From an optimization exercise on the open Yosys and OpenROAD flow, aimed at small area, a short achievable clock period and few clock cycles per item; shortcuts taken in it are not production practice. The RTL was checked by simulation tests, not by an equivalence proof against the original design.

==> flow/run.sh <==
#!/bin/bash
# The standard layout, with the timing repair asked to leave a setup
# margin so that it also works on paths that already meet the clock
set -euo pipefail
export SETUP_SLACK_MARGIN=13
export SKIP_GATE_CLONING=1
bash standard.sh > standard.log 2>&1
==> standard.sh <==
#!/bin/bash
# synth_recipe.tcl (not shown) runs the flow's synth.tcl, then flattens the netlist and writes it again
# the make line also repeats each setting of config.mk as NAME=value (left out here)
make -C /OpenROAD-flow-scripts/flow DESIGN_CONFIG=/design/flow/config.mk WORK_HOME=/design/flow/orfs CLKGATE_MAP_FILE= SYNTH_SCRIPT=/design/flow/synth_recipe.tcl "${@:-finish}"
==> config.mk <==
export PLATFORM = sky130hd
export DESIGN_NAME = turbo_dec_top
export DESIGN_NICKNAME = turbo_dec_top
export VERILOG_FILES = /design/flow/design.v
export SDC_FILE = /design/flow/constraint.sdc
export NUM_CORES = 4
export LEC_CHECK = 0
export ABC_AREA = 1
export CAP_MARGIN = 20
export CORE_MARGIN = 2
export CORE_UTILIZATION = 40
export CTS_BUF_LIST = sky130_fd_sc_hd__clkbuf_8
export SLEW_MARGIN = 20
==> constraint.sdc <==
create_clock -name core_clock -period 20.0 [get_ports {clk_p_i}]
set_input_delay 4.0000 -clock core_clock [delete_from_list [all_inputs] [get_ports {clk_p_i}]]
set_output_delay 4.0000 -clock core_clock [all_outputs]
set_load 0.01 [all_outputs]
==> design.v <==
`default_nettype none
package turbo_llr_pkg;
    typedef logic signed [13-1:0] llr_t;
    typedef logic signed [4-1:0]  ch_sample_t;
    typedef logic [5-1:0]      info_bits_t;
    localparam llr_t NEG_INF = {1'b1, {(13-1){1'b0}}};
    function automatic llr_t llr_sat_add(input llr_t a, input llr_t b);
        logic signed [13:0] wide;
        wide = a + b;
        if (wide[13] != wide[13-1]) begin
            llr_sat_add = wide[13] ? 13'({1'b1, {(13-1){1'b0}}})
                                   : 13'({1'b0, {(13-1){1'b1}}});
        end else begin
            llr_sat_add = 13'(wide[13-1:0]);
        end
    endfunction
    function automatic llr_t llr_sat_sub(input llr_t a, input llr_t b);
        logic signed [13:0] wide;
        wide = a - b;
        if (wide[13] != wide[13-1]) begin
            llr_sat_sub = wide[13] ? 13'({1'b1, {(13-1){1'b0}}})
                                   : 13'({1'b0, {(13-1){1'b1}}});
        end else begin
            llr_sat_sub = 13'(wide[13-1:0]);
        end
    endfunction
    function automatic llr_t llr_max(input llr_t a, input llr_t b);
        llr_max = (b > a) ? b : a;
    endfunction
    function automatic llr_t ch2(input logic [4-1:0] v);
        ch2 = {{(13-4-1){v[4-1]}}, v, 1'b0};
    endfunction
    function automatic llr_t neg_inf_add(input llr_t x);
        neg_inf_add = x[13-1] ? NEG_INF : {1'b1, x[13-2:0]};
    endfunction
endpackage
`default_nettype wire
`default_nettype none
package turbo_fsm_pkg;
    localparam logic [14:0] PERM = {3'd3, 3'd1, 3'd2, 3'd4, 3'd0};
endpackage
`default_nettype wire
`timescale 1ns/10ps
`default_nettype none
module turbo_input_buffer (
    input  wire logic                     clk_p_i,
    input  wire logic                     reset_n_i,
    input  wire logic                     in_valid_i,
    input  wire logic [4-1:0]   sys_i,
    input  wire logic [4-1:0]   par1_i,
    input  wire logic [4-1:0]   par2_i,
    input  wire logic                     take_i,       
    output logic                          in_ready_o,
    output logic                          stg_full_o,
    output logic [(5 + 2)-1:0][4-1:0] stg_sys_o,
    output logic [(5 + 2)-1:0][4-1:0] stg_par1_o,
    output logic [(5 + 2)-1:0][4-1:0] stg_par2_o,
    output logic [(5 + 2)-1:0][4-1:0] sys_o,
    output logic [(5 + 2)-1:0][4-1:0] par1_o,
    output logic [(5 + 2)-1:0][4-1:0] par2_o
);
    logic [3-1:0] step_q;
    logic                     accept;
    assign accept = in_valid_i && in_ready_o;
    always_ff @(posedge clk_p_i or negedge reset_n_i) begin
        if (!reset_n_i) begin
            step_q     <= '0;
            in_ready_o <= 1'b1;
            stg_full_o <= 1'b0;
        end else begin
            if (accept) begin
                if (step_q == 3'((5 + 2) - 1)) begin
                    step_q     <= '0;
                    stg_full_o <= 1'b1;
                    in_ready_o <= 1'b0;
                end else begin
                    step_q <= step_q + 1'b1;
                end
            end else if (take_i) begin
                stg_full_o <= 1'b0;
                in_ready_o <= 1'b1;
            end
        end
    end
    always_ff @(posedge clk_p_i) begin
        if (accept) begin
            stg_sys_o[step_q]  <= sys_i;
            stg_par1_o[step_q] <= par1_i;
            stg_par2_o[step_q] <= par2_i;
        end
        if (take_i) begin
            sys_o  <= stg_sys_o;
            par1_o <= stg_par1_o;
            par2_o <= stg_par2_o;
        end
    end
endmodule
`default_nettype wire
`timescale 1ns/10ps
`default_nettype none
module acs_fwd (
    input  wire turbo_llr_pkg::llr_t a1_i, a2_i, a3_i,
    input  wire turbo_llr_pkg::llr_t s_i, p_i, sp_i,
    output turbo_llr_pkg::llr_t      a1_o, a2_o, a3_o
);
    turbo_llr_pkg::llr_t d0, d1, d2, d3;
    always_comb begin
        d0 = turbo_llr_pkg::llr_max('0, turbo_llr_pkg::llr_sat_add(a1_i, sp_i));
        d2 = turbo_llr_pkg::llr_max(sp_i, a1_i);
        d3 = turbo_llr_pkg::llr_max(turbo_llr_pkg::llr_sat_add(a2_i, p_i), turbo_llr_pkg::llr_sat_add(a3_i, s_i));
        d1 = turbo_llr_pkg::llr_max(turbo_llr_pkg::llr_sat_add(a2_i, s_i), turbo_llr_pkg::llr_sat_add(a3_i, p_i));
        a1_o = turbo_llr_pkg::llr_sat_sub(d1, d0);
        a2_o = turbo_llr_pkg::llr_sat_sub(d2, d0);
        a3_o = turbo_llr_pkg::llr_sat_sub(d3, d0);
    end
endmodule
module acs_bwd (
    input  wire turbo_llr_pkg::llr_t b1_i, b2_i, b3_i,
    input  wire turbo_llr_pkg::llr_t s_i, p_i, sp_i,
    output turbo_llr_pkg::llr_t      b1_o, b2_o, b3_o,
    output turbo_llr_pkg::llr_t      y01_o, y20_o, y21_o, y30_o, y31_o
);
    turbo_llr_pkg::llr_t d0, d1, d2, d3;
    always_comb begin
        y01_o = turbo_llr_pkg::llr_sat_add(sp_i, b2_i);
        y20_o = turbo_llr_pkg::llr_sat_add(p_i, b3_i);
        y21_o = turbo_llr_pkg::llr_sat_add(s_i, b1_i);
        y30_o = turbo_llr_pkg::llr_sat_add(p_i, b1_i);
        y31_o = turbo_llr_pkg::llr_sat_add(s_i, b3_i);
        d0 = turbo_llr_pkg::llr_max('0, y01_o);
        d1 = turbo_llr_pkg::llr_max(b2_i, sp_i);
        d2 = turbo_llr_pkg::llr_max(y20_o, y21_o);
        d3 = turbo_llr_pkg::llr_max(y30_o, y31_o);
        b1_o = turbo_llr_pkg::llr_sat_sub(d1, d0);
        b2_o = turbo_llr_pkg::llr_sat_sub(d2, d0);
        b3_o = turbo_llr_pkg::llr_sat_sub(d3, d0);
    end
endmodule
module llr_stage1 (
    input  wire turbo_llr_pkg::llr_t a1_i, a2_i, a3_i,
    input  wire turbo_llr_pkg::llr_t sp_i, b2_i,
    input  wire turbo_llr_pkg::llr_t y01_i, y20_i, y21_i, y30_i, y31_i,
    output turbo_llr_pkg::llr_t      m0a_o, m0b_o, m1a_o, m1b_o
);
    always_comb begin
        m0a_o = turbo_llr_pkg::llr_max('0, turbo_llr_pkg::llr_sat_add(a1_i, b2_i));
        m0b_o = turbo_llr_pkg::llr_max(turbo_llr_pkg::llr_sat_add(a2_i, y20_i), turbo_llr_pkg::llr_sat_add(a3_i, y30_i));
        m1a_o = turbo_llr_pkg::llr_max(y01_i, turbo_llr_pkg::llr_sat_add(a1_i, sp_i));
        m1b_o = turbo_llr_pkg::llr_max(turbo_llr_pkg::llr_sat_add(a2_i, y21_i), turbo_llr_pkg::llr_sat_add(a3_i, y31_i));
    end
endmodule
module siso_maxlog (
    input  wire logic                      clk_p_i,
    input  wire logic                      s0_i,       
    input  wire logic                      newblk_i,   
    input  wire logic [6:1]                cyc_i,      
    input  wire logic                      dec_i,      
    input  wire logic                      first_i,    
    input  wire logic [(5 + 2)-1:0][4-1:0] stg_sys_i,
    input  wire logic [(5 + 2)-1:0][4-1:0] stg_par1_i,
    input  wire logic [(5 + 2)-1:0][4-1:0] sys_i,
    input  wire logic [(5 + 2)-1:0][4-1:0] par1_i,
    input  wire logic [(5 + 2)-1:0][4-1:0] par2_i,
    output logic                           hard_b_o,   
    output logic                           hard_f_o    
);
    localparam logic [14:0] PERM = turbo_fsm_pkg::PERM;
    typedef logic signed [13:0] k_t;
    k_t ext_q [5];
    turbo_llr_pkg::llr_t bg_s_q, bg_sp_q, fg_s_q, fg_sp_q;
    logic [4-1:0] bg_p_q, fg_p_q;
    turbo_llr_pkg::llr_t bg_p, fg_p;
    turbo_llr_pkg::llr_t a1_q, a2_q, a3_q;           
    turbo_llr_pkg::llr_t a1s1_q, a1s2_q, a1s3_q;     
    turbo_llr_pkg::llr_t b1_q, b2_q, b3_q;           
    turbo_llr_pkg::llr_t b4s1_q, b4s2_q, b4s3_q;     
    turbo_llr_pkg::llr_t mb0a_q, mb0b_q, mb1a_q, mb1b_q;
    turbo_llr_pkg::llr_t mf0a_q, mf0b_q, mf1a_q, mf1b_q;
    function automatic logic [3:0] sys_of(input int k, input logic d);
        sys_of = d ? sys_i[PERM[3*k +: 3]] : sys_i[k];
    endfunction
    function automatic k_t k_of(input int k, input logic d, input logic f);
        k_of = f ? k_t'(turbo_llr_pkg::ch2(sys_of(k, d))) : (d ? ext_q[PERM[3*k +: 3]] : ext_q[k]);
    endfunction
    function automatic turbo_llr_pkg::llr_t s_of(input k_t k);
        if (k[13] != k[13-1])
            s_of = k[13] ? turbo_llr_pkg::NEG_INF : ~turbo_llr_pkg::NEG_INF;
        else
            s_of = k[13-1:0];
    endfunction
    function automatic logic [3:0] par_of(input int k, input logic d);
        par_of = d ? par2_i[k] : par1_i[k];
    endfunction
    k_t bg_apr, fg_apr, g0_apr;
    logic [3:0] bg_sys, bg_par, fg_sys, fg_par;
    turbo_llr_pkg::llr_t bg_s, bg_sp, fg_s, fg_sp, stg_s, stg_sp;
    logic newb;
    assign newb = s0_i || newblk_i;
    always_comb begin
        bg_apr = '0; bg_sys = '0; bg_par = '0;
        if (cyc_i[6]) begin
            bg_apr = k_of(4, ~dec_i, 1'b0); bg_sys = sys_of(4, ~dec_i); bg_par = par_of(4, ~dec_i);
        end else if (cyc_i[1]) begin
            bg_apr = k_of(3, dec_i, first_i); bg_sys = sys_of(3, dec_i); bg_par = par_of(3, dec_i);
        end else if (cyc_i[2]) begin
            bg_apr = k_of(2, dec_i, first_i); bg_sys = sys_of(2, dec_i); bg_par = par_of(2, dec_i);
        end else if (cyc_i[3]) begin
            bg_apr = k_of(1, dec_i, first_i); bg_sys = sys_of(1, dec_i); bg_par = par_of(1, dec_i);
        end else begin
            bg_apr = k_of(0, dec_i, first_i); bg_sys = sys_of(0, dec_i); bg_par = par_of(0, dec_i);
        end
        if (cyc_i[1]) begin
            fg_apr = k_of(1, dec_i, first_i); fg_sys = sys_of(1, dec_i); fg_par = par_of(1, dec_i);
        end else if (cyc_i[2]) begin
            fg_apr = k_of(2, dec_i, first_i); fg_sys = sys_of(2, dec_i); fg_par = par_of(2, dec_i);
        end else if (cyc_i[3]) begin
            fg_apr = k_of(3, dec_i, first_i); fg_sys = sys_of(3, dec_i); fg_par = par_of(3, dec_i);
        end else begin
            fg_apr = k_of(4, dec_i, first_i); fg_sys = sys_of(4, dec_i); fg_par = par_of(4, dec_i);
        end
        g0_apr = k_of(0, dec_i, first_i);
        bg_s  = s_of(bg_apr);
        bg_sp = turbo_llr_pkg::llr_sat_add(bg_s, turbo_llr_pkg::ch2(bg_par));
        stg_s  = turbo_llr_pkg::ch2(stg_sys_i[4]);
        stg_sp = stg_s + turbo_llr_pkg::ch2(stg_par1_i[4]);
        fg_s  = s_of(fg_apr);
        fg_sp = turbo_llr_pkg::llr_sat_add(fg_s, turbo_llr_pkg::ch2(fg_par));
    end
    assign bg_p = turbo_llr_pkg::ch2(bg_p_q);
    assign fg_p = turbo_llr_pkg::ch2(fg_p_q);
    turbo_llr_pkg::llr_t g0_s, g0_p, g0_sp, g0_a13;
    always_comb begin
        g0_s   = s_of(g0_apr);
        g0_p   = turbo_llr_pkg::ch2(par_of(0, dec_i));
        g0_sp  = turbo_llr_pkg::llr_sat_add(g0_s, g0_p);
        g0_a13 = turbo_llr_pkg::neg_inf_add(turbo_llr_pkg::llr_max(g0_s, g0_p));
    end
    function automatic logic [38:0] beta5(input logic [3:0] s5, s6, p5, p6, q5, q6, input logic d);
        turbo_llr_pkg::llr_t x1, x2, x3;
        if (d) begin
            x1 = turbo_llr_pkg::ch2(q5);
            x2 = turbo_llr_pkg::ch2(q6);
            x3 = turbo_llr_pkg::ch2(q5) + turbo_llr_pkg::ch2(q6);
        end else begin
            x1 = turbo_llr_pkg::ch2(s5) + turbo_llr_pkg::ch2(p5);
            x2 = turbo_llr_pkg::ch2(s5) + turbo_llr_pkg::ch2(s6) + turbo_llr_pkg::ch2(p6);
            x3 = turbo_llr_pkg::ch2(p5) + turbo_llr_pkg::ch2(s6) + turbo_llr_pkg::ch2(p6);
        end
        beta5 = {x3, x2, x1};
    endfunction
    logic [38:0] b5_cur, b5_nxt, b5_stg;
    assign b5_cur = beta5(sys_i[5], sys_i[6], par1_i[5], par1_i[6], par2_i[5], par2_i[6], dec_i);
    assign b5_nxt = beta5(sys_i[5], sys_i[6], par1_i[5], par1_i[6], par2_i[5], par2_i[6], ~dec_i);
    assign b5_stg = beta5(stg_sys_i[5], stg_sys_i[6], stg_par1_i[5], stg_par1_i[6], 4'd0, 4'd0, 1'b0);
    turbo_llr_pkg::llr_t bb1, bb2, bb3, bn1, bn2, bn3, by01, by20, by21, by30, by31;
    assign bb1 = b1_q;
    assign bb2 = b2_q;
    assign bb3 = b3_q;
    acs_bwd bwd_i (
        .b1_i(bb1), .b2_i(bb2), .b3_i(bb3), .s_i(bg_s_q), .p_i(bg_p), .sp_i(bg_sp_q),
        .b1_o(bn1), .b2_o(bn2), .b3_o(bn3),
        .y01_o(by01), .y20_o(by20), .y21_o(by21), .y30_o(by30), .y31_o(by31)
    );
    turbo_llr_pkg::llr_t la1, la2, la3, mb0a, mb0b, mb1a, mb1b;
    always_comb begin
        if (cyc_i[3]) begin
            la1 = a1_q; la2 = a2_q; la3 = a3_q;
        end else if (cyc_i[4]) begin
            la1 = a1s1_q; la2 = a1s2_q; la3 = a1s3_q;
        end else begin
            la1 = turbo_llr_pkg::NEG_INF; la2 = turbo_llr_pkg::NEG_INF; la3 = turbo_llr_pkg::NEG_INF;
        end
    end
    llr_stage1 llrb_i (
        .a1_i(la1), .a2_i(la2), .a3_i(la3), .sp_i(bg_sp_q), .b2_i(bb2),
        .y01_i(by01), .y20_i(by20), .y21_i(by21), .y30_i(by30), .y31_i(by31),
        .m0a_o(mb0a), .m0b_o(mb0b), .m1a_o(mb1a), .m1b_o(mb1b)
    );
    turbo_llr_pkg::llr_t fn1, fn2, fn3;
    acs_fwd fwd_i (
        .a1_i(a1_q), .a2_i(a2_q), .a3_i(a3_q), .s_i(fg_s_q), .p_i(fg_p), .sp_i(fg_sp_q),
        .a1_o(fn1), .a2_o(fn2), .a3_o(fn3)
    );
    turbo_llr_pkg::llr_t fb1, fb2, fb3, fy01, fy20, fy21, fy30, fy31, mf0a, mf0b, mf1a, mf1b;
    turbo_llr_pkg::llr_t unused1, unused2, unused3;
    assign fb1 = b4s1_q;
    assign fb2 = b4s2_q;
    assign fb3 = b4s3_q;
    acs_bwd fsum_i (
        .b1_i(fb1), .b2_i(fb2), .b3_i(fb3), .s_i(fg_s_q), .p_i(fg_p), .sp_i(fg_sp_q),
        .b1_o(unused1), .b2_o(unused2), .b3_o(unused3),
        .y01_o(fy01), .y20_o(fy20), .y21_o(fy21), .y30_o(fy30), .y31_o(fy31)
    );
    llr_stage1 llrf_i (
        .a1_i(a1_q), .a2_i(a2_q), .a3_i(a3_q), .sp_i(fg_sp_q), .b2_i(fb2),
        .y01_i(fy01), .y20_i(fy20), .y21_i(fy21), .y30_i(fy30), .y31_i(fy31),
        .m0a_o(mf0a), .m0b_o(mf0b), .m1a_o(mf1a), .m1b_o(mf1b)
    );
    int kb, kf;
    k_t apr_b, apr_f, ext_b, ext_f;
    logic [3:0] sys_b, sys_f;
    always_comb begin
        kb = cyc_i[4] ? 2 : (cyc_i[5] ? 1 : 0);
        kf = cyc_i[5] ? 3 : 4;
        apr_b = k_of(kb, dec_i, first_i);
        sys_b = sys_of(kb, dec_i);
        apr_f = k_of(kf, dec_i, first_i);
        sys_f = sys_of(kf, dec_i);
    end
    extrinsic_unit extb_i (
        .m0a_i(mb0a_q), .m0b_i(mb0b_q), .m1a_i(mb1a_q), .m1b_i(mb1b_q),
        .k_i(apr_b), .sys_i(sys_b), .k_o(ext_b), .hard_o(hard_b_o)
    );
    extrinsic_unit extf_i (
        .m0a_i(mf0a_q), .m0b_i(mf0b_q), .m1a_i(mf1a_q), .m1b_i(mf1b_q),
        .k_i(apr_f), .sys_i(sys_f), .k_o(ext_f), .hard_o(hard_f_o)
    );
    always_ff @(posedge clk_p_i) begin
        if (newb) begin
            bg_s_q  <= stg_s;
            bg_sp_q <= stg_sp;
            bg_p_q  <= stg_par1_i[4];
        end else begin
            bg_s_q  <= bg_s;
            bg_sp_q <= bg_sp;
            bg_p_q  <= bg_par;
        end
        fg_s_q  <= fg_s;
        fg_sp_q <= fg_sp;
        fg_p_q  <= fg_par;
        if (cyc_i[1]) begin
            a1_q <= g0_a13; a2_q <= g0_sp; a3_q <= g0_a13;
        end else begin
            a1_q <= fn1; a2_q <= fn2; a3_q <= fn3;
        end
        if (cyc_i[2]) begin
            a1s1_q <= a1_q; a1s2_q <= a2_q; a1s3_q <= a3_q;
        end
        if (newb) begin
            {b3_q, b2_q, b1_q} <= b5_stg;
        end else if (cyc_i[6]) begin
            {b3_q, b2_q, b1_q} <= b5_nxt;
        end else begin
            b1_q <= bn1; b2_q <= bn2; b3_q <= bn3;
        end
        if (cyc_i[1]) begin
            b4s1_q <= bn1; b4s2_q <= bn2; b4s3_q <= bn3;
        end else if (cyc_i[4]) begin
            {b4s3_q, b4s2_q, b4s1_q} <= b5_cur;
        end
        mb0a_q <= mb0a; mb0b_q <= mb0b; mb1a_q <= mb1a; mb1b_q <= mb1b;
        mf0a_q <= mf0a; mf0b_q <= mf0b; mf1a_q <= mf1a; mf1b_q <= mf1b;
        if (cyc_i[4]) ext_q[dec_i ? PERM[3*2 +: 3] : 3'd2] <= ext_b;
        if (cyc_i[5]) begin
            ext_q[dec_i ? PERM[3*1 +: 3] : 3'd1] <= ext_b;
            ext_q[dec_i ? PERM[3*3 +: 3] : 3'd3] <= ext_f;
        end
        if (cyc_i[6]) begin
            ext_q[dec_i ? PERM[3*0 +: 3] : 3'd0] <= ext_b;
            ext_q[dec_i ? PERM[3*4 +: 3] : 3'd4] <= ext_f;
        end
    end
endmodule
`default_nettype wire
`timescale 1ns/10ps
`default_nettype none
module extrinsic_unit (
    input  wire turbo_llr_pkg::llr_t m0a_i,    
    input  wire turbo_llr_pkg::llr_t m0b_i,
    input  wire turbo_llr_pkg::llr_t m1a_i,    
    input  wire turbo_llr_pkg::llr_t m1b_i,
    input  wire logic signed [13:0] k_i,    
    input  wire logic [4-1:0] sys_i,
    output logic signed [13:0] k_o,         
    output logic                     hard_o
);
    localparam int W = 13;
    localparam logic signed [W+1:0] HI = (1 <<< (W - 1)) - 1;
    localparam logic signed [W+1:0] LO = -(1 <<< (W - 1));
    turbo_llr_pkg::llr_t    app, c;
    logic signed [W+1:0]    w, u, t, chi, clo, khi, klo;
    turbo_llr_pkg::llr_t    best0, best1;
    always_comb begin
        best0 = turbo_llr_pkg::llr_max(m0a_i, m0b_i);
        best1 = turbo_llr_pkg::llr_max(m1a_i, m1b_i);
        app   = turbo_llr_pkg::llr_sat_sub(best1, best0);
        hard_o = (best1 >= best0);
    end
    always_comb begin
        c   = turbo_llr_pkg::ch2(sys_i);
        w   = (W+2)'(c) - (W+2)'(k_i);
        u   = (W+2)'(app) + w;
        t   = (W+2)'(app) - (W+2)'(k_i);
        chi = HI + (W+2)'(c);
        clo = LO + (W+2)'(c);
        khi = (c >= 0) ? HI : chi;
        klo = (c > 0) ? clo : LO;
        if (u > HI) k_o = (W+1)'(khi);
        else if (u < LO) k_o = (W+1)'(klo);
        else if (t > HI) k_o = (W+1)'(chi);
        else if (t < LO) k_o = (W+1)'(clo);
        else k_o = (W+1)'(u);
    end
endmodule
`default_nettype wire
`timescale 1ns/10ps
`default_nettype none
module turbo_ctrl (
    input  wire logic                      clk_p_i,
    input  wire logic                      reset_n_i,
    input  wire logic                      stg_full_i,
    input  wire logic                      hard_b_i,
    input  wire logic                      hard_f_i,
    output logic                           take_o,     
    output logic                           s0_o,       
    output logic                           newblk_o,   
    output logic [6:1]                     cyc_o,
    output logic                           dec_o,
    output logic                           first_o,
    output turbo_llr_pkg::info_bits_t      dec_bits_o,
    output logic                           done_o
);
    localparam logic [14:0] PERM = turbo_fsm_pkg::PERM;
    logic                       run_q;
    logic [4-1:0]   iter_q;
    turbo_llr_pkg::info_bits_t  hard1_q;
    turbo_llr_pkg::info_bits_t  hard2_q;
    turbo_llr_pkg::info_bits_t  hard2_nat;
    logic                       stop;
    assign s0_o     = !run_q && stg_full_i;
    assign newblk_o = run_q && cyc_o[6] && dec_o && stop && stg_full_i;
    assign take_o   = s0_o || newblk_o;
    always_comb begin
        hard2_nat = hard2_q;
        hard2_nat[PERM[3*0 +: 3]] = hard_b_i;
        hard2_nat[PERM[3*4 +: 3]] = hard_f_i;
        stop = (hard2_nat == hard1_q) || (iter_q == 4'(10 - 1));
    end
    always_ff @(posedge clk_p_i or negedge reset_n_i) begin
        if (!reset_n_i) begin
            run_q      <= 1'b0;
            cyc_o      <= '0;
            dec_o      <= 1'b0;
            first_o    <= 1'b0;
            iter_q     <= '0;
            done_o     <= 1'b0;
            dec_bits_o <= '0;
        end else begin
            done_o <= 1'b0;
            if (run_q && cyc_o[6] && dec_o && stop) begin
                done_o     <= 1'b1;
                dec_bits_o <= hard2_nat;
            end
            if (take_o) begin
                run_q   <= 1'b1;
                cyc_o   <= 6'b000001;
                dec_o   <= 1'b0;
                first_o <= 1'b1;
                iter_q  <= '0;
            end else if (run_q) begin
                if (!cyc_o[6]) begin
                    cyc_o <= {cyc_o[5:1], 1'b0};
                end else if (!dec_o) begin
                    cyc_o   <= 6'b000001;
                    dec_o   <= 1'b1;
                    first_o <= 1'b0;
                end else if (stop) begin
                    run_q      <= 1'b0;
                    cyc_o      <= '0;
                end else begin
                    cyc_o  <= 6'b000001;
                    dec_o  <= 1'b0;
                    iter_q <= iter_q + 1'b1;
                end
            end
        end
    end
    always_ff @(posedge clk_p_i) begin
        if (!dec_o) begin
            if (cyc_o[4]) hard1_q[2] <= hard_b_i;
            if (cyc_o[5]) begin hard1_q[1] <= hard_b_i; hard1_q[3] <= hard_f_i; end
            if (cyc_o[6]) begin hard1_q[0] <= hard_b_i; hard1_q[4] <= hard_f_i; end
        end else begin
            if (cyc_o[4]) hard2_q[PERM[3*2 +: 3]] <= hard_b_i;
            if (cyc_o[5]) begin
                hard2_q[PERM[3*1 +: 3]] <= hard_b_i;
                hard2_q[PERM[3*3 +: 3]] <= hard_f_i;
            end
        end
    end
endmodule
`default_nettype wire
`timescale 1ns/10ps
`default_nettype none
module turbo_dec_top (
    input  wire logic                      clk_p_i,
    input  wire logic                      reset_n_i,
    input  wire logic                      in_valid_i,
    input  wire turbo_llr_pkg::ch_sample_t sys_i,
    input  wire turbo_llr_pkg::ch_sample_t par1_i,
    input  wire turbo_llr_pkg::ch_sample_t par2_i,
    output logic                           in_ready_o,
    output turbo_llr_pkg::info_bits_t      dec_bits_o,
    output logic                           done_o
);
    logic                      take, s0, newblk;
    logic                      stg_full;
    logic [6:1]                cyc;
    logic                      dec;
    logic                      first;
    logic                      hard_b, hard_f;
    logic [(5 + 2)-1:0][4-1:0]  stg_sys, stg_par1, stg_par2;
    logic [(5 + 2)-1:0][4-1:0]  sys_blk, par1_blk, par2_blk;
    turbo_input_buffer buffer_i (
        .clk_p_i(clk_p_i), .reset_n_i(reset_n_i), .in_valid_i(in_valid_i),
        .sys_i(sys_i), .par1_i(par1_i), .par2_i(par2_i), .take_i(take),
        .in_ready_o(in_ready_o), .stg_full_o(stg_full),
        .stg_sys_o(stg_sys), .stg_par1_o(stg_par1), .stg_par2_o(stg_par2),
        .sys_o(sys_blk), .par1_o(par1_blk), .par2_o(par2_blk)
    );
    turbo_ctrl ctrl_i (
        .clk_p_i(clk_p_i), .reset_n_i(reset_n_i), .stg_full_i(stg_full),
        .hard_b_i(hard_b), .hard_f_i(hard_f),
        .take_o(take), .s0_o(s0), .newblk_o(newblk), .cyc_o(cyc), .dec_o(dec), .first_o(first),
        .dec_bits_o(dec_bits_o), .done_o(done_o)
    );
    siso_maxlog siso_i (
        .clk_p_i(clk_p_i), .s0_i(s0), .newblk_i(newblk), .cyc_i(cyc), .dec_i(dec), .first_i(first),
        .stg_sys_i(stg_sys), .stg_par1_i(stg_par1),
        .sys_i(sys_blk), .par1_i(par1_blk), .par2_i(par2_blk),
        .hard_b_o(hard_b), .hard_f_o(hard_f)
    );
endmodule
`default_nettype wire
==> impl_results.md, run 1 <==
- Global-route wire length before repair: 360 mm
- # H-tree levels: 3
- Gr usage total: 0.292
- Synth-to-Final Area Change: 18.4%
- CP Launch Type: register
- CP startpoint: siso_i.fg_p_q[3]
- Fmax: 145 MHz
- Worst hold slack: 430 ps
- Total negative slack: 0 ps
- Cts bufs inserted: 106
- RSZ-0062 raised after global routing: yes
- Max Root-Sink Buffers: 3
- RR Endpoint: siso_i.mf0b_q[12]
- Reg2reg setup slack: 13,090 ps
- Nets: 10,256
- Crit path kind: reg2reg
- Outcome: timing/DRC/antenna clean
- Remaining DRCs: 0
- # hold bufs at CTS: 0
- Worst Hold Path Cells: 0
- Placed Cells: 10,967
- Maximum net fanout on the critical path: 6
- Vias in the first global route: 59,357
- Die height: 401 um
- Die footprint: 0.161 sq mm
- Post-route ant nets: 0
- Port Buf Inserts: 21
- Post-synthesis instance total: 9,047
- Worst-Margin Slew: 1120 ps
- Netlist cell types: 69
- Max-Slew Margin vs Limit: 0.247
- Die Width: 401 um
- Synth Cell Area: 0.0631 sq mm
- Total number of vias: 64,408
- Cell row count: 145
- Worst path slowest cell: fa_2
- Clock skew: 63.1 ps
- Max-cap violations: 0
- Post-place instance area: 0.0654 sq mm
- Gpl congestion: 1.02
- FF-to-FF Start: siso_i.fg_p_q[3]
- Effective utilization at floorplan: 0.403
- Tcrit/Tclk final: 0.346
- Worst skew pair latency: 850 ps
- Most frequent cells in the layout: nand2_1, inv_1, a21oi_1, ha_1, o21ai_0
- Fin area: 0.0747 sq mm
- Leading cell type in the layout, fill and taps excluded: nand2_1
- Number of fill cells: 15,788
- CTS Sinks: 590
- Clk root buf: clkbuf_8
- Final WL: 249 mm
- CP peak stage delay: 400 ps
- Ys flop type: edfxtp_1
- Syn. warnings: 7
- Non-filler cells, final: 11,450
- Post-synthesis register bit count: 590
- Routed wire length per instance: 21.8 um
- Layout cells sized above 1: 0.152
- Number of antenna violations at the first check in global routing: 11
- Mean area per synthesized cell: 6.97 sq um
- Post-route minimum period: 6910 ps
- Register area share after synthesis: 0.241
- Crit path to: siso_i.mf0b_q[12]
- Critical Path End Type: register
- Grt ovf: 0
- # setup viols final: 0
- Core area: 0.156 sq mm
- Largest net degree at the start of global routing: 75
- EDFF count, synth: 324
- Routed vias/inst: 5.63
- Final hold vios: 0
- Hpwl dp: 196 mm
- Critical path arrival: 7630 ps
- DRT Pass-1 Iters: 6
- Worst path required time: 20,720 ps
- Reg2reg path depth: 42
- CTS tree: built
- Clock slew at reported path FFs: 60 ps
- Min-Delay Path Class: reg2reg
- Fraction of registers with async set/reset: 0.0407
- Slew Viols, Final: 0
- Initial DRC count: 5,962
- Number of I/O pins: 22
-- registers in the layout (all words and copies together), names as in the netlist, 28 cells and up --
name,flops
buffer_i.stg_sys_o,28
buffer_i.stg_par2_o,28
buffer_i.par2_o,28
siso_i.ext_q,70
buffer_i.par1_o,28
buffer_i.sys_o,28
buffer_i.stg_par1_o,28
-- kinds of logic (layout without fill, tap and decap cells) --
group,after synthesis,in the layout,synth area share
DFF,590,590,0.241
xor gates and xnor gates,371,371,0.0515
muxes,8,8,0.00127
AOI/OAI and AO/OA,2115,2115,0.185
other,2,13,0.000119
buffers and inverters,1447,1781,0.0884
and+or+nand+nor,3572,3572,0.235
adders and majority gates,942,942,0.198
-- per-layer routing --
layer / vias to the layer above / GRT usage / share of wire
li1: 30965 / - / -
met1: 30412 / 0.387 / 0.43
met2: 2492 / 0.458 / 0.44
met3: 539 / 0.0474 / 0.074
met4: 0 / 0.148 / 0.055
met5: - / 0 / 0
-- how the worst min path moves through the flow --
stage / endpoint / slack [ps] / startpoint
floorplan: buffer_i.par1_o[0] / 420 / buffer_i.stg_par1_o[0]
global placement: buffer_i.par2_o[0] / 430 / buffer_i.stg_par2_o[0]
detailed placement: buffer_i.par1_o[10] / 430 / buffer_i.stg_par1_o[10]
CTS: buffer_i.sys_o[1] / 430 / buffer_i.stg_sys_o[1]
global route: buffer_i.sys_o[1] / 430 / buffer_i.stg_sys_o[1]
finish: buffer_i.sys_o[1] / 430 / buffer_i.stg_sys_o[1]
-- synth_stat cells, types with 9 or more instances --
cell type | n | area (sq um)
clkinv_1 | 14 | 52.6
o31ai_1 | 61 | 458
nand2_1 | 2189 | 8220
clkbuf_1 | 136 | 510
o22ai_1 | 65 | 407
o311ai_0 | 9 | 78.8
a21o_1 | 28 | 210
and2_1 | 9 | 56.3
a22o_1 | 22 | 193
ha_1 | 851 | 10600
edfxtp_1 | 324 | 9730
nand4_1 | 98 | 613
buf_2 | 63 | 315
or2_2 | 72 | 450
o211ai_1 | 32 | 240
o21ai_1 | 31 | 155
o21ai_0 | 819 | 4100
o2111ai_1 | 15 | 131
nor3_1 | 94 | 470
nor4_1 | 21 | 131
nand3b_1 | 12 | 90.1
xnor2_1 | 107 | 937
nand3_1 | 490 | 2450
inv_1 | 1187 | 4460
a211oi_1 | 11 | 82.6
buf_1 | 19 | 71.3
a21oi_1 | 846 | 4230
o21ai_2 | 11 | 96.3
o21bai_1 | 33 | 248
fa_1 | 91 | 1820
dfrtp_1 | 23 | 576
dfxtp_1 | 242 | 4840
a22oi_1 | 14 | 105
nand2_2 | 11 | 68.8
o21a_1 | 22 | 165
xor2_1 | 264 | 2310
a21boi_0 | 21 | 158
a31oi_1 | 38 | 238
inv_2 | 16 | 60.1
o221ai_1 | 10 | 87.6
nor2_1 | 544 | 2040
-- metrics by stage --
step,utilization,setup WS [ps]
2_1_floorplan,-,13000
3_3_place_gp,0.418,11560
3_5_place_dp,0.418,11550
4_1_cts,0.444,12990
5_1_grt,0.477,12630
6_report,0.478,13090
-- area by class of cell --
class                           count  area (sq um)  area share
Antenna cell                        5          12.5    0.000168
Clock buffer                      115          1580      0.0212
Clock inverter                     81           698     0.00935
Inverter                         1217          4660      0.0624
Multi-Input combinational cell   7016         46600       0.624
Sequential cell                   590         15300       0.204
Tap cell                         2058          2570      0.0345
Timing Repair Buffer              368          3290      0.0440
-- what timing repair did --
item                       CTS  global route
buffers inserted            82           199
pin swaps                   53           264
gates resized for setup    322           915
setup endpoints to repair  216           233
-- worst max-delay path: cells and delay by family (launching register included) --
family | cells | cell delay [ps]
adder cells (fa/ha/maj) | 6 | 1700
XOR/XNOR | 3 | 680
flip-flops | 1 | 330
AND/OR/NAND/NOR | 8 | 770
buffers and inverters | 12 | 1470
AO/OA/AOI/OAI | 13 | 1830
Testbench counts, summed over its fixed seeds: cycles 48,036, items 1,920.
==> inputs of run 2 (changes only) <==
==> flow/run.sh (replaced) <==
#!/bin/bash
# The standard layout, with the timing repair asked to leave a setup
# margin so that it also works on paths that already meet the clock
set -euo pipefail
export SETUP_SLACK_MARGIN=12
export SKIP_GATE_CLONING=1
bash standard.sh > standard.log 2>&1
--- a/config.mk
+++ b/config.mk
@@ -10,4 +10,3 @@
 export CORE_MARGIN = 2
 export CORE_UTILIZATION = 40
-export CTS_BUF_LIST = sky130_fd_sc_hd__clkbuf_8
 export SLEW_MARGIN = 20
==> run 2 against run 1 <==
  * Sequential cell count did not move
  * Critical path depth shrank 21
  * First-iteration DRC count grew 0.59%
  * Still clean
==> impl_results.md, run 2 <==
- CP delay by family, top: compound AO/OA/AOI/OAI gates
- Netlist cell types: 69 (unchanged)
- DRT Pass-1 Iters: 8 (+2)
- Die height: 401 um (unchanged)
- Post-Place Setup Slack: 11,550 ps (unchanged)
- Clock skew: 25.9 ps (-37.2 ps)
- RSZ-0062 raised after global routing: yes
- Mean area per synthesized cell: 6.97 sq um (unchanged)
- Most frequent cells in the layout: nand2_1, inv_1, ha_1, a21oi_1, o21ai_0
- Effective utilization at floorplan: 0.403 (unchanged)
- Die Width: 401 um (unchanged)
- Worst skew pair latency: 680 ps (-170 ps)
- Gr usage total: 0.288 (-0.00393)
- Total number of vias: 62,075 (-3.6%)
- Port Buf Inserts: 21 (unchanged)
- GRT met2 Usage: 0.454 (-0.00343)
- Post-synthesis instance total: 9,047 (unchanged)
- Max-cap violations: 0 (unchanged)
- Min-Delay Path Class: reg2reg
- # H-tree levels: 3 (unchanged)
- Leading cell type in the layout, fill and taps excluded: nand2_1
- CP Cell Sequence: inv_2 -> buf_4 -> o21ai_2 -> nand2_1 -> a22oi_1 -> inv_1 -> ha_1 -> inv_1 -> and2_1 -> a21oi_1 -> ha_1 -> inv_1 -> fa_1 -> o21ai_1 -> a21oi_1 -> o21ai_1 -> nand2_1 -> a31o_2 -> or2_2 -> nand2_1 -> o21ai_0
- Worst path bufs/invs: 5 (-7)
- Fmax: 132 MHz (-8.4%)
- Count leader, synth: nand2_1
- CP Launch Type: register
- Tcrit/Tclk final: 0.377 (+0.0318)
- Crit path kind: reg2reg
- Post-route minimum period: 7550 ps (+636 ps)
- Syn. warnings: 7 (unchanged)
- Slew Viols, Final: 0 (unchanged)
- Initial DRC count: 5,997 (+0.59%)
- Max Root-Sink Buffers: 3 (unchanged)
- M1 GR Usage: 0.389 (+0.00172)
- Nets: 9,969 (-2.8%)
- Global-route wire length before repair: 355 mm (-1.4%)
- Fraction of registers with async set/reset: 0.0407 (unchanged)
- Remaining DRCs: 0 (unchanged)
- Gpl congestion: 1.02 (unchanged)
- CTS tree: built
- Ys flop type: edfxtp_1
- Synth-to-Final Area Change: 8.84%
- Final hold vios: 0 (unchanged)
- Outcome: timing/DRC/antenna clean
- Vias in the first global route: 57,865 (-2.5%)
- Layout cells sized above 1: 0.0538 (-0.0980)
- CP peak stage delay: 960 ps (+560 ps)
- Routed wire length per instance: 21.5 um (-1.2%)
- Clk root buf: clkbuf_16
- Max reg flops: 70 (unchanged)
- Clock slew at reported path FFs: 70 ps (about the same)
- Largest area contributor in the netlist: ha_1
- Register area share after synthesis: 0.241 (unchanged)
- Grt ovf: 0 (unchanged)
- Number of fill cells: 16,310 (+3.3%)
- Grt met3 use: 0.0414 (-0.00597)
- Worst path required time: 20,490 ps (-230 ps)
- Post-synthesis register bit count: 590 (unchanged)
- Critical Path End Type: register
- CTS Sinks: 590 (unchanged)
- Hpwl dp: 196 mm (unchanged)
- Largest net degree at the start of global routing: 75 (unchanged)
- Synth Cell Area: 0.0631 sq mm (unchanged)
- Final worst slack: 12,450 ps (-636 ps)
- Max-Slew Margin vs Limit: 0.215 (-0.0329)
- Top post-synthesis cells by area: ha_1, edfxtp_1, nand2_1, dfxtp_1, inv_1
- EDFF count, synth: 324 (unchanged)
- # setup viols final: 0 (unchanged)
- Worst-Margin Slew: 1170 ps (+49.1 ps)
- Critical path arrival: 8040 ps (+410 ps)
- Cts bufs inserted: 71 (-33%)
- Share of the synthesized area in the top cell type: 0.169 (unchanged)
- Routed vias/inst: 5.58 (-0.82%)
- Total negative slack: 0 ps (unchanged)
- Core area: 0.156 sq mm (unchanged)
- Die footprint: 0.161 sq mm (unchanged)
- Maximum net fanout on the critical path: 55 (+49)
- Cell row count: 145 (unchanged)
- Number of I/O pins: 22 (unchanged)
- Gr busiest metal: met2
- Number of antenna violations at the first check in global routing: 11 (unchanged)
- Synth cell count leaders: nand2_1, inv_1, ha_1
- Final WL: 239 mm (-4.0%)
- Post-route ant nets: 0 (unchanged)
- Worst path slowest cell: dfrtp_4
-- run 2: cell counts after synthesis --
Identical to the previous run, type by type.
-- run 2: layout make-up --
class	count	area (sq um)	area share
Sequential cell	590	15200	0.221
Timing Repair Buffer	116	981	0.0143
Multi-Input combinational cell	7016	42900	0.625
Inverter	1217	4590	0.0669
Clock buffer	85	1920	0.0280
Clock inverter	44	484	0.00705
Tap cell	2058	2570	0.0375
Antenna cell	1	2.50	0.0000365
-- run 2: metrics by stage --
| step | cell area, sq um | utilization | instances | hold slack [ps] |
|---|---|---|---|---|
| 2_1_floorplan | 63100 | - | 9053 | 420 |
| 3_3_place_gp | 65400 | 0.418 | 10965 | 427 |
| 3_5_place_dp | 65400 | 0.418 | 10967 | 427 |
| 4_1_cts | 67900 | 0.434 | 11096 | 441 |
| 5_1_grt | 68600 | 0.439 | 11126 | 452 |
| 6_report | 68600 | 0.439 | 11127 | 440 |
-- run 2: kinds of logic after synthesis --
group,count (synthesis),share of synthesized area
flops,590,0.241
other cells,2,0.000119
buf+inv,1447,0.0884
fa+ha+maj,942,0.198
mux,8,0.00127
simple gates,3572,0.235
xor+xnor,371,0.0515
compound gates,2115,0.185
-- run 2: final timing paths --
check / from / endpoint / slack (ps) / cells past startpoint
setup / recovery: ctrl_i.dec_o / siso_i.fg_sp_q[9] / 12450 / 21
hold / removal: buffer_i.stg_sys_o[15] / buffer_i.sys_o[15] / 440 / 0
setup reg to reg: ctrl_i.dec_o / siso_i.fg_sp_q[9] / 12450 / 21
hold reg to reg: buffer_i.stg_sys_o[15] / buffer_i.sys_o[15] / 440 / 0
max in group asynchronous: reset_n_i / ctrl_i.dec_o / 15980 / 2
min in group asynchronous: reset_n_i / ctrl_i.dec_bits_o[0] / 3700 / 2
-- run 2: timing repair --
item,4_1_cts,5_1_grt
setup buffers,0,30
gates resized for setup,41,151
hold buffers,0,0
setup endpoints to repair,99,192
hold endpoints to repair,0,0
pin swaps,0,20
-- run 2: routing by layer --
metal	routed length [um]	share of wire	up-vias
met1	105000	0.44	29012
met2	105000	0.44	2264
li1	-	-	30347
met3	17200	0.072	452
met5	0	0	-
met4	12300	0.052	0
==> inputs of run 3 (changes only) <==
--- a/design.v
+++ b/design.v
@@ -25,4 +25,13 @@
         end
     endfunction
+    function automatic llr_t llr_sat_sub_lo(input llr_t a, input llr_t b);
+        logic signed [13:0] wide;
+        wide = a - b;
+        if (wide[13] != wide[13-1]) begin
+            llr_sat_sub_lo = 13'({1'b1, {(13-1){1'b0}}});
+        end else begin
+            llr_sat_sub_lo = 13'(wide[13-1:0]);
+        end
+    endfunction
     function automatic llr_t llr_max(input llr_t a, input llr_t b);
         llr_max = (b > a) ? b : a;
@@ -110,7 +119,7 @@
         d3 = turbo_llr_pkg::llr_max(turbo_llr_pkg::llr_sat_add(a2_i, p_i), turbo_llr_pkg::llr_sat_add(a3_i, s_i));
         d1 = turbo_llr_pkg::llr_max(turbo_llr_pkg::llr_sat_add(a2_i, s_i), turbo_llr_pkg::llr_sat_add(a3_i, p_i));
-        a1_o = turbo_llr_pkg::llr_sat_sub(d1, d0);
-        a2_o = turbo_llr_pkg::llr_sat_sub(d2, d0);
-        a3_o = turbo_llr_pkg::llr_sat_sub(d3, d0);
+        a1_o = turbo_llr_pkg::llr_sat_sub_lo(d1, d0);
+        a2_o = turbo_llr_pkg::llr_sat_sub_lo(d2, d0);
+        a3_o = turbo_llr_pkg::llr_sat_sub_lo(d3, d0);
     end
 endmodule
@@ -132,7 +141,7 @@
         d2 = turbo_llr_pkg::llr_max(y20_o, y21_o);
         d3 = turbo_llr_pkg::llr_max(y30_o, y31_o);
-        b1_o = turbo_llr_pkg::llr_sat_sub(d1, d0);
-        b2_o = turbo_llr_pkg::llr_sat_sub(d2, d0);
-        b3_o = turbo_llr_pkg::llr_sat_sub(d3, d0);
+        b1_o = turbo_llr_pkg::llr_sat_sub_lo(d1, d0);
+        b2_o = turbo_llr_pkg::llr_sat_sub_lo(d2, d0);
+        b3_o = turbo_llr_pkg::llr_sat_sub_lo(d3, d0);
     end
 endmodule
@@ -146,5 +155,5 @@
         m0a_o = turbo_llr_pkg::llr_max('0, turbo_llr_pkg::llr_sat_add(a1_i, b2_i));
         m0b_o = turbo_llr_pkg::llr_max(turbo_llr_pkg::llr_sat_add(a2_i, y20_i), turbo_llr_pkg::llr_sat_add(a3_i, y30_i));
-        m1a_o = turbo_llr_pkg::llr_max(y01_i, turbo_llr_pkg::llr_sat_add(a1_i, sp_i));
+        m1a_o = (b2_i >= a1_i) ? y01_i : turbo_llr_pkg::llr_sat_add(a1_i, sp_i);
         m1b_o = turbo_llr_pkg::llr_max(turbo_llr_pkg::llr_sat_add(a2_i, y21_i), turbo_llr_pkg::llr_sat_add(a3_i, y31_i));
     end
@@ -381,9 +390,13 @@
     logic signed [W+1:0]    w, u, t, chi, clo, khi, klo;
     turbo_llr_pkg::llr_t    best0, best1;
+    logic signed [W:0]      dapp;
     always_comb begin
         best0 = turbo_llr_pkg::llr_max(m0a_i, m0b_i);
         best1 = turbo_llr_pkg::llr_max(m1a_i, m1b_i);
-        app   = turbo_llr_pkg::llr_sat_sub(best1, best0);
-        hard_o = (best1 >= best0);
+        dapp  = (W+1)'(best1) - (W+1)'(best0);
+        if (dapp > HI) app = HI[W-1:0];
+        else if (dapp < LO) app = LO[W-1:0];
+        else app = dapp[W-1:0];
+        hard_o = ~dapp[W];
     end
     always_comb begin
==> run 3 against run 2 <==
  * Clock skew increased by 67 ps
  * Critical path type unchanged
  * Design area decreased by 0.48%
  * Sequential cell count did not move
  * Via count fell by 0.28%
==> impl_results.md, run 3 <==
- Outcome: timing/DRC/antenna clean
- Remaining DRCs: 0 (unchanged)
- Core area: 0.156 sq mm (-0.35%)
- Post-Place Setup Slack: 11,250 ps (-296 ps)
- Port Buf Inserts: 21 (unchanged)
- Synth-to-Final Area Change: 9.05%
- Die height: 400 um (-0.33%)
- DRT Pass-1 Iters: 6 (-2)
- Register area share after synthesis: 0.242 (+0.00163)
- Post-synthesis register bit count: 590 (unchanged)
- Netlist cell types: 72 (+4.3%)
- Initial DRC count: 5,981 (-0.27%)
- Leading cell type in the layout, fill and taps excluded: nand2_1
- Count leader, synth: nand2_1
- Ys flop type: edfxtp_1
- Clock skew: 92.6 ps (+66.8 ps)
- Hpwl dp: 200 mm (+1.8%)
- Mean area per synthesized cell: 7.02 sq um (+0.67%)
- CP most frequent cell: nand2_1
- Max reg flops: 70 (unchanged)
- CTS Sinks: 590 (unchanged)
- Max-Slew Margin vs Limit: 0.228 (+0.0130)
- Max Root-Sink Buffers: 3 (unchanged)
- Total negative slack: 0 ps (unchanged)
- Slew Viols, Final: 0 (unchanged)
- Clock slew at reported path FFs: 60 ps (about the same)
- Worst-Margin Slew: 1160 ps (-11.6 ps)
- Largest net degree at the start of global routing: 83 (+11%)
- Synth cell count leaders: nand2_1, inv_1, o21ai_0
- Worst skew pair latency: 750 ps (+70 ps)
- Final hold vios: 0 (unchanged)
- Final worst slack: 12,350 ps (-103 ps)
- Synth Cell Area: 0.0626 sq mm (-0.67%)
- Nets: 9,860 (-1.1%)
- Cell row count: 145 (unchanged)
- Layout cells sized above 1: 0.0567 (+0.00288)
- CP Launch Type: register
- Fmax: 131 MHz (-1.3%)
- Share of the synthesized area in the top cell type: 0.171 (+0.00194)
- Global-route wire length before repair: 361 mm (+1.7%)
- Worst path slowest cell: ha_1
- Worst path required time: 20,660 ps (+170 ps)
- Post-route ant nets: 0 (unchanged)
- Die footprint: 0.160 sq mm (-0.66%)
- Area of the multi-input gates: 0.0424 sq mm (-1.2%)
- Number of fill cells: 16,120 (-1.2%)
- # H-tree levels: 3 (unchanged)
- Gr usage total: 0.300 (+0.0120)
- Effective utilization at floorplan: 0.402 (-0.00131)
- Total number of vias: 61,901 (-0.28%)
- RSZ-0062 raised after global routing: no
- Critical Path End Type: register
- Crit path kind: reg2reg
- Grt ovf: 0 (unchanged)
- Gpl congestion: 1.02 (-0.16%)
- Vias in the first global route: 57,142 (-1.2%)
- Tcrit/Tclk final: 0.383 (+0.00513)
- EDFF count, synth: 324 (unchanged)
- Fraction of registers with async set/reset: 0.0407 (unchanged)
- CTS tree: built
- Critical path arrival: 8310 ps (+270 ps)
- Routed wire length per instance: 22.3 um (+3.7%)
- Maximum net fanout on the critical path: 13 (-76%)
- Number of antenna violations at the first check in global routing: 13 (+2)
- Post-route minimum period: 7650 ps (+103 ps)
- Syn. warnings: 7 (unchanged)
- Clk root buf: clkbuf_16
- Most frequent cells in the layout: nand2_1, inv_1, ha_1, o21ai_0, a21oi_1
- Die Width: 400 um (-0.33%)
- Largest area contributor in the netlist: ha_1
- Max-cap violations: 0 (unchanged)
- FF+latch area: 0.0152 sq mm (about the same)
- Routed vias/inst: 5.62 (+0.65%)
- # setup viols final: 0 (unchanged)
- Final WL: 246 mm (+2.7%)
- Cts bufs inserted: 74 (+4.2%)
- Min-Delay Path Class: reg2reg
- Post-synthesis instance total: 8,926 (-1.3%)
- Top post-synthesis cells by area: ha_1, edfxtp_1, nand2_1, dfxtp_1, inv_1
- CP peak stage delay: 440 ps (-520 ps)
- Number of I/O pins: 22 (unchanged)
- # hold bufs at CTS: 0 (unchanged)
[run 3: changes by cell type after synthesis, sizes merged, moves of 14 or more]
cell | before | now
o21ai | 861 | 896
nor3 | 94 | 123
o22ai | 65 | 51
o31ai | 61 | 44
xor2 | 264 | 248
nand2 | 2205 | 2060
xnor2 | 107 | 69
a21oi | 856 | 820
o211ai | 33 | 56
or2 | 78 | 105
[run 3: area by class of cell]
class / instances / area share
flip-flops and latches: 590 / 0.222
multi-input cells: 6886 / 0.620
clock buffers: 100 / 0.0294
clock inverters: 37 / 0.00764
diodes: 6 / 0.000220
inverters: 1229 / 0.0681
well taps: 2058 / 0.0377
repair buffers: 118 / 0.0145
[run 3: path summary, 6_finish.rpt]
check / start / slack (ps) / endpoint / depth (start not counted)
worst min-delay path: buffer_i.stg_par2_o[12] / 440 / buffer_i.par2_o[12] / 0
max in group asynchronous: reset_n_i / 15860 / ctrl_i.dec_o / 1
min in group asynchronous: reset_n_i / 3400 / ctrl_i.dec_bits_o[3] / 1
worst min register to register: buffer_i.stg_par2_o[12] / 440 / buffer_i.par2_o[12] / 0
worst max-delay path: siso_i.b3_q[2] / 12350 / siso_i.b3_q[4] / 37
worst max register to register: siso_i.b3_q[2] / 12350 / siso_i.b3_q[4] / 37
[run 3: timing repair]
item	4_1_cts	5_1_grt
endpoints found under the hold margin	0	0
pin swaps	0	19
gates resized for setup	18	145
setup endpoints to repair	78	199
buffers inserted	0	30
[run 3: logic make-up (layout without fill, tap and decap cells)]
group	after synthesis	count (layout)	share of synthesized area
AND/OR/NAND/NOR	3467	3467	0.232
AO/OA/AOI/OAI	2147	2147	0.191
flip-flops	590	590	0.242
multiplexers	1	1	0.000160
XOR/XNOR	317	317	0.0444
buffers and inverters	1456	1484	0.0900
adder cells (fa/ha/maj)	946	946	0.200
other	2	14	0.000120
[run 3: worst max-delay path: cells and delay by family, from the launching register on]
family                     cells  cell delay, ps
AOI/OAI and AO/OA             11            2430
and+or+nand+nor               16            2030
adders and majority gates      4            1500
buffers and inverters          4             910
DFF                            1             360
xor gates and xnor gates       2             300
[run 3: through the flow]
step | hold WS, ps | instances | area [sq um] | utilization
2_1_floorplan | 420 | 8932 | 62700 | -
3_3_place_gp | 424 | 10849 | 65000 | 0.417
3_5_place_dp | 427 | 10849 | 65000 | 0.417
4_1_cts | 436 | 10986 | 67500 | 0.433
5_1_grt | 447 | 11018 | 68300 | 0.438
6_report | 437 | 11024 | 68300 | 0.438
[run 3: per-layer routing]
layer  global-route usage  up-vias  routed length (um)
li1                     -    30055                   -
met1                0.402    29141              107000
met2                0.484     2254              110000
met3               0.0395      447               16600
met4                0.124        4               11700
met5                    0        -                  25
Testbench counts of run 3, summed over its fixed seeds: cycles 48,036, items 1,920.
==> inputs of run 4 (changes only) <==
--- a/config.mk
+++ b/config.mk
@@ -10,3 +10,6 @@
 export CORE_MARGIN = 2
 export CORE_UTILIZATION = 40
+export CTS_BUF_LIST = sky130_fd_sc_hd__clkbuf_4 sky130_fd_sc_hd__clkbuf_8
+export CTS_CLUSTER_DIAMETER = 60
+export CTS_CLUSTER_SIZE = 24
 export SLEW_MARGIN = 20
==> run 4 against run 3 <==
  * Design area decreased by 1.2%
  * Die area did not move
  * Maximum frequency about the same
  * Critical path depth grew 1
  * Highest routed layer unchanged
==> impl_results.md, run 4 <==
- Outcome: timing/DRC/antenna clean
- Maximum net fanout on the critical path: 10 (-3)
- Post-place instance area: 0.0650 sq mm (unchanged)
- CTS Sinks: 590 (unchanged)
- Critical path arrival: 8150 ps (-160 ps)
- Critical Path End Type: register
- EDFF count, synth: 324 (unchanged)
- Remaining DRCs: 0 (unchanged)
- Cell row count: 145 (unchanged)
- RSZ-0062 raised after global routing: yes
- Count leader, synth: nand2_1
- Core area: 0.156 sq mm (unchanged)
- Effective utilization at floorplan: 0.402 (unchanged)
- Worst-Margin Slew: 1180 ps (+19.4 ps)
- Clock slew at reported path FFs: 100 ps (+40 ps)
- Gpl congestion: 1.02 (unchanged)
- Number of fill cells: 16,193 (+0.45%)
- Largest area contributor in the netlist: ha_1
- Gr usage total: 0.299 (-0.000871)
- Min-Delay Path Class: reg2reg
- Final hold vios: 0 (unchanged)
- CP most frequent cell: nand2_1
- XOR/XNOR share of the synthesized area: 0.0444 (unchanged)
- Cts bufs inserted: 72 (-2.7%)
- Max Root-Sink Buffers: 3 (unchanged)
- Max-cap violations: 0 (unchanged)
- Worst path required time: 20,510 ps (-150 ps)
- Syn. warnings: 7 (unchanged)
- Clock skew: 85.6 ps (-7.02 ps)
- Ys flop type: edfxtp_1
- Port Buf Inserts: 21 (unchanged)
- Crit path kind: reg2reg
- Fraction of registers with async set/reset: 0.0407 (unchanged)
- Register area share after synthesis: 0.242 (unchanged)
- Number of antenna violations at the first check in global routing: 18 (+5)
- CP peak stage delay: 530 ps (+90 ps)
- Largest family of logic cells by synthesized area: simple AND/OR/NAND/NOR gates
- Post-route minimum period: 7650 ps (-3.90 ps)
- Vias in the first global route: 57,048 (-0.16%)
- Fin area: 0.0675 sq mm (-1.2%)
- Clk root buf: clkbuf_8
- Nets: 9,860 (unchanged)
- Netlist cell types: 72 (unchanged)
- CP delay by family, top: compound AO/OA/AOI/OAI gates
- Routed wire length per instance: 22.3 um (-0.19%)
- Grt ovf: 0 (unchanged)
- Final WL: 245 mm (-0.20%)
- Hpwl dp: 200 mm (unchanged)
- Max-Slew Margin vs Limit: 0.212 (-0.0156)
- # hold bufs at CTS: 0 (unchanged)
- # H-tree levels: 3 (unchanged)
- Post-Synth Simple-Gate Area: 0.232 (unchanged)
- Die Width: 400 um (unchanged)
- Worst skew pair latency: 860 ps (+110 ps)
- Tcrit/Tclk final: 0.382 (about the same)
- Post-route ant nets: 0 (unchanged)
- Routed vias/inst: 5.61 (-0.18%)
- # setup viols final: 0 (unchanged)
- Fmax: 131 MHz (about the same)
- Total negative slack: 0 ps (unchanged)
- Largest net degree at the start of global routing: 83 (unchanged)
- Synth cell count leaders: nand2_1, inv_1, o21ai_0
- Die height: 400 um (unchanged)
- Multiplexer share of the synthesized area: 0.000160 (unchanged)
- CP Launch Type: register
- Slew Viols, Final: 0 (unchanged)
- Max reg flops: 70 (unchanged)
- Die footprint: 0.160 sq mm (unchanged)
- Initial DRC count: 5,979 (-0.033%)
- Post-synthesis register bit count: 590 (unchanged)
- Worst path slowest cell: o21ai_0
- DRT Pass-1 Iters: 8 (+2)
- Synth-to-Final Area Change: 7.74%
- Area of the multi-input gates: 0.0423 sq mm (about the same)
- FF+latch area: 0.0152 sq mm (unchanged)
- Top post-synthesis cells by area: ha_1, edfxtp_1, nand2_1, dfxtp_1, inv_1
- Synth Cell Area: 0.0626 sq mm (unchanged)
- CTS tree: built
- Global-route wire length before repair: 360 mm (-0.29%)
- Number of I/O pins: 22 (unchanged)
- Post-synthesis adder-cell area fraction: 0.200 (unchanged)
- Compound-Gate Fraction of Synth Area: 0.191 (unchanged)
- Worst path bufs/invs: 3 (-1)
- Layout cells sized above 1: 0.0582 (+0.00146)
- Post-synthesis instance total: 8,926 (unchanged)
- Total number of vias: 61,785 (-0.19%)
- Leading cell type in the layout, fill and taps excluded: nand2_1
- Share of the synthesized area in the top cell type: 0.171 (unchanged)
- Mean area per synthesized cell: 7.02 sq um (unchanged)
- Most frequent cells in the layout: nand2_1, inv_1, ha_1, o21ai_0, a21oi_1
-- run 4: cell counts after synthesis --
No cell type changed its count.
-- run 4: metrics by stage --
| stage | instances | worst slack [ps] | hold slack [ps] | util |
|---|---|---|---|---|
| detailed placement | 10849 | 11250 | 427 | 0.417 |
| global route | 11017 | 11960 | 442 | 0.433 |
| global placement | 10849 | 11330 | 424 | 0.417 |
| floorplan | 8932 | 12900 | 420 | - |
| CTS | 10982 | 11990 | 443 | 0.428 |
| finish | 11023 | 12350 | 448 | 0.433 |
-- run 4: repair_timing --
item	in CTS	in global routing
setup endpoints to repair	75	202
buffers inserted	0	33
pin swaps	0	17
resized for setup	23	136
-- run 4: kinds of logic (layout without fill, tap and decap cells) --
| kind of cell | after synthesis | count (layout) |
|---|---|---|
| compound gates | 2147 | 2147 |
| mux | 1 | 1 |
| fa+ha+maj | 946 | 946 |
| flops | 590 | 590 |
| buf+inv | 1456 | 1482 |
| simple gates | 3467 | 3467 |
| other cells | 2 | 15 |
| xor+xnor | 317 | 317 |
-- run 4: metal layers --
layer	wire [um]	global-route usage	up-vias
li1	-	-	30032
met1	106000	0.402	28915
met2	110000	0.484	2399
met3	18000	0.0388	427
met4	11400	0.121	12
met5	115	0	-
-- run 4: path summary, 6_finish.rpt --
| check | startpoint | end | slack [ps] | cells after the start |
|---|---|---|---|---|
| max | siso_i.b1_q[3] | siso_i.b4s3_q[8] | 12350 | 38 |
| min | buffer_i.stg_sys_o[1] | buffer_i.sys_o[1] | 450 | 0 |
| max reg2reg | siso_i.b1_q[3] | siso_i.b4s3_q[8] | 12350 | 38 |
| min reg2reg | buffer_i.stg_sys_o[1] | buffer_i.sys_o[1] | 450 | 0 |
| max in group asynchronous | reset_n_i | ctrl_i.dec_o | 16040 | 1 |
| min in group asynchronous | reset_n_i | ctrl_i.dec_bits_o[2] | 3280 | 1 |
-- run 4: layout make-up --
class | count | share of cell area
Sequential cell | 590 | 0.225
Clock inverter | 57 | 0.0106
Inverter | 1229 | 0.0689
Multi-Input combinational cell | 6886 | 0.627
Timing Repair Buffer | 120 | 0.0148
Clock buffer | 76 | 0.0151
Antenna cell | 7 | 0.000260
Tap cell | 2058 | 0.0381
==> inputs of run 5 (changes only) <==
==> flow/run.sh (replaced) <==
#!/bin/bash
# The standard layout, with the timing repair asked to leave a setup
# margin so that it also works on paths that already meet the clock
set -euo pipefail
export SETUP_SLACK_MARGIN=13
export SKIP_GATE_CLONING=1
bash standard.sh > standard.log 2>&1
--- a/config.mk
+++ b/config.mk
@@ -10,6 +10,4 @@
 export CORE_MARGIN = 2
 export CORE_UTILIZATION = 40
-export CTS_BUF_LIST = sky130_fd_sc_hd__clkbuf_4 sky130_fd_sc_hd__clkbuf_8
-export CTS_CLUSTER_DIAMETER = 60
-export CTS_CLUSTER_SIZE = 24
+export CTS_BUF_LIST = sky130_fd_sc_hd__clkbuf_8
 export SLEW_MARGIN = 20
==> run 5 against run 4 <==
  * Still clean
  * Die area unchanged
  * Maximum frequency increased by 9.6%
  * Highest routed layer unchanged
==> impl_results.md, run 5 <==
- RR Endpoint: siso_i.mf0b_q[1]
- Port Buf Inserts: 21 (unchanged)
- Post-route minimum period: 6980 ps (-672 ps)
- Effective utilization at floorplan: 0.402 (unchanged)
- Syn. warnings: 7 (unchanged)
- Outcome: timing/DRC/antenna clean
- # H-tree levels: 3 (unchanged)
- Cts bufs inserted: 109 (+51%)
- Synth-to-Final Area Change: 18.5%
- Max-cap violations: 0 (unchanged)
- CP most frequent cell: nand2_1
- Global-route wire length before repair: 367 mm (+1.9%)
- Top post-synthesis cells by area: ha_1, edfxtp_1, nand2_1, dfxtp_1, inv_1
- Max-Slew Margin vs Limit: 0.121 (-0.0913)
- RSZ-0062 raised after global routing: yes
- Number of I/O pins: 22 (unchanged)
- Crit path to: siso_i.mf0b_q[1]
- Routed wire length per instance: 22.3 um (+0.38%)
- Total negative slack: 0 ps (unchanged)
- Worst Hold Path Cells: 0 (unchanged)
- Number of fill cells: 15,570 (-3.8%)
- Worst skew pair latency: 950 ps (+90 ps)
- Clock slew at reported path FFs: 70 ps (-30 ps)
- Mean area per synthesized cell: 7.02 sq um (unchanged)
- Post-Place Setup Slack: 11,290 ps (+40.4 ps)
- Worst path slowest cell: edfxtp_1
- Crit path depth: 44 (+16%)
- Gr usage total: 0.304 (+0.00471)
- Share of the synthesized area in the top cell type: 0.171 (unchanged)
- Slew Viols, Final: 0 (unchanged)
- Max reg flops: 70 (unchanged)
- Initial DRC count: 6,120 (+2.4%)
- FF+latch area: 0.0152 sq mm (+0.36%)
- Area of the multi-input gates: 0.0460 sq mm (+8.6%)
- Total number of vias: 63,524 (+2.8%)
- Largest net degree at the start of global routing: 128 (+54%)
- Die height: 400 um (unchanged)
- CP delay by family, top: simple AND/OR/NAND/NOR gates
- Tcrit/Tclk final: 0.349 (-0.0336)
- Register area share after synthesis: 0.242 (unchanged)
- Ys flop type: edfxtp_1
- Die Width: 400 um (unchanged)
- Gpl congestion: 1.02 (about the same)
- Worst path required time: 20,680 ps (+170 ps)
- Post-route ant nets: 0 (unchanged)
==> run 5: cell counts after synthesis <==
Identical to the previous run, type by type.
==> run 5: per-stage QoR <==
| step | instance area (sq um) | hold slack (ps) | util | cells |
|---|---|---|---|---|
| finish | 74300 | 429 | 0.476 | 11328 |
| global route | 74300 | 448 | 0.476 | 11326 |
| global placement | 64900 | 425 | 0.417 | 10845 |
| detailed placement | 64900 | 427 | 0.417 | 10845 |
| floorplan | 62700 | 420 | - | 8932 |
| CTS | 69400 | 424 | 0.445 | 11138 |
==> run 5: cell type report <==
type | count | area share
well taps | 2058 | 0.0347
flip-flops and latches | 590 | 0.205
clock inverters | 83 | 0.0123
clock buffers | 124 | 0.0230
multi-input cells | 6886 | 0.619
diodes | 4 | 0.000135
inverters | 1229 | 0.0634
repair buffers | 354 | 0.0419
==> run 5: cells by family (layout without fill, tap and decap cells) <==
family	Yosys count	count (layout)	synth area share
AO/OA/AOI/OAI	2147	2147	0.191
XOR/XNOR	317	317	0.0444
adder cells (fa/ha/maj)	946	946	0.200
buffers and inverters	1456	1790	0.0900
flip-flops	590	590	0.242
multiplexers	1	1	0.000160
other	2	12	0.000120
AND/OR/NAND/NOR	3467	3467	0.232
==> run 5: timing repair <==
| item | 4_1_cts | 5_1_grt |
|---|---|---|
| setup endpoints to repair | 214 | 241 |
| gates resized for setup | 336 | 846 |
| gates cloned | 0 | 0 |
| pin swaps | 55 | 244 |
| setup buffers | 86 | 185 |
==> run 5: how the worst min path moves through the flow <==
stage | from | to | slack (ps)
2_1_floorplan | buffer_i.stg_par1_o[10] | buffer_i.par1_o[10] | 420
3_3_place_gp | buffer_i.stg_par2_o[13] | buffer_i.par2_o[13] | 420
3_5_place_dp | buffer_i.stg_par1_o[8] | buffer_i.par1_o[8] | 430
4_1_cts | buffer_i.stg_par2_o[20] | buffer_i.par2_o[20] | 420
5_1_grt | buffer_i.stg_par2_o[4] | buffer_i.par2_o[4] | 450
6_report | buffer_i.stg_par2_o[20] | buffer_i.par2_o[20] | 430
==> run 5: routing by layer <==
layer | routed length (um) | vias up | track usage | share of wire
li1 | - | 30628 | - | -
met1 | 108000 | 29822 | 0.406 | 0.43
met2 | 113000 | 2493 | 0.485 | 0.45
met3 | 18500 | 575 | 0.0438 | 0.073
met4 | 13600 | 6 | 0.135 | 0.054
met5 | 44 | - | 0 | 0.00017

==> separate check: timing with driven ports <==
Ports are ideal in the flow. The routed layouts listed here were re-timed in OpenROAD.
Step 1, drivers: a clkbuf_16 drives clk_p_i and a buf_2 each remaining input, both assumed.
Step 2 adds t to the input delays and takes it off the output delays; t is the mean of the earliest and latest rising clock arrival at the registers after step 1. Input paths then give back, and output paths get back, about the clock's delay inside the block.
a / b / c = no drivers / after step 1 / after step 2; a / b = the first two.
| run | t, ns | setup slack, ns | pins driven straight from the clock port |
|---|---|---|---|
| run 1 | 0.892 | 13.087 / 13.087 / 13.087 | 1 |
| run 2 | 0.744 | 12.451 / 12.451 / 12.451 | 1 |
| run 3 | 0.792 | 12.349 / 12.349 / 12.349 | 1 |
| run 4 | 0.892 | 12.352 / 12.352 / 12.352 | 1 |
| run 5 | 0.951 | 13.025 / 13.025 / 13.025 | 1 |
After both steps every run listed still meets setup and hold.
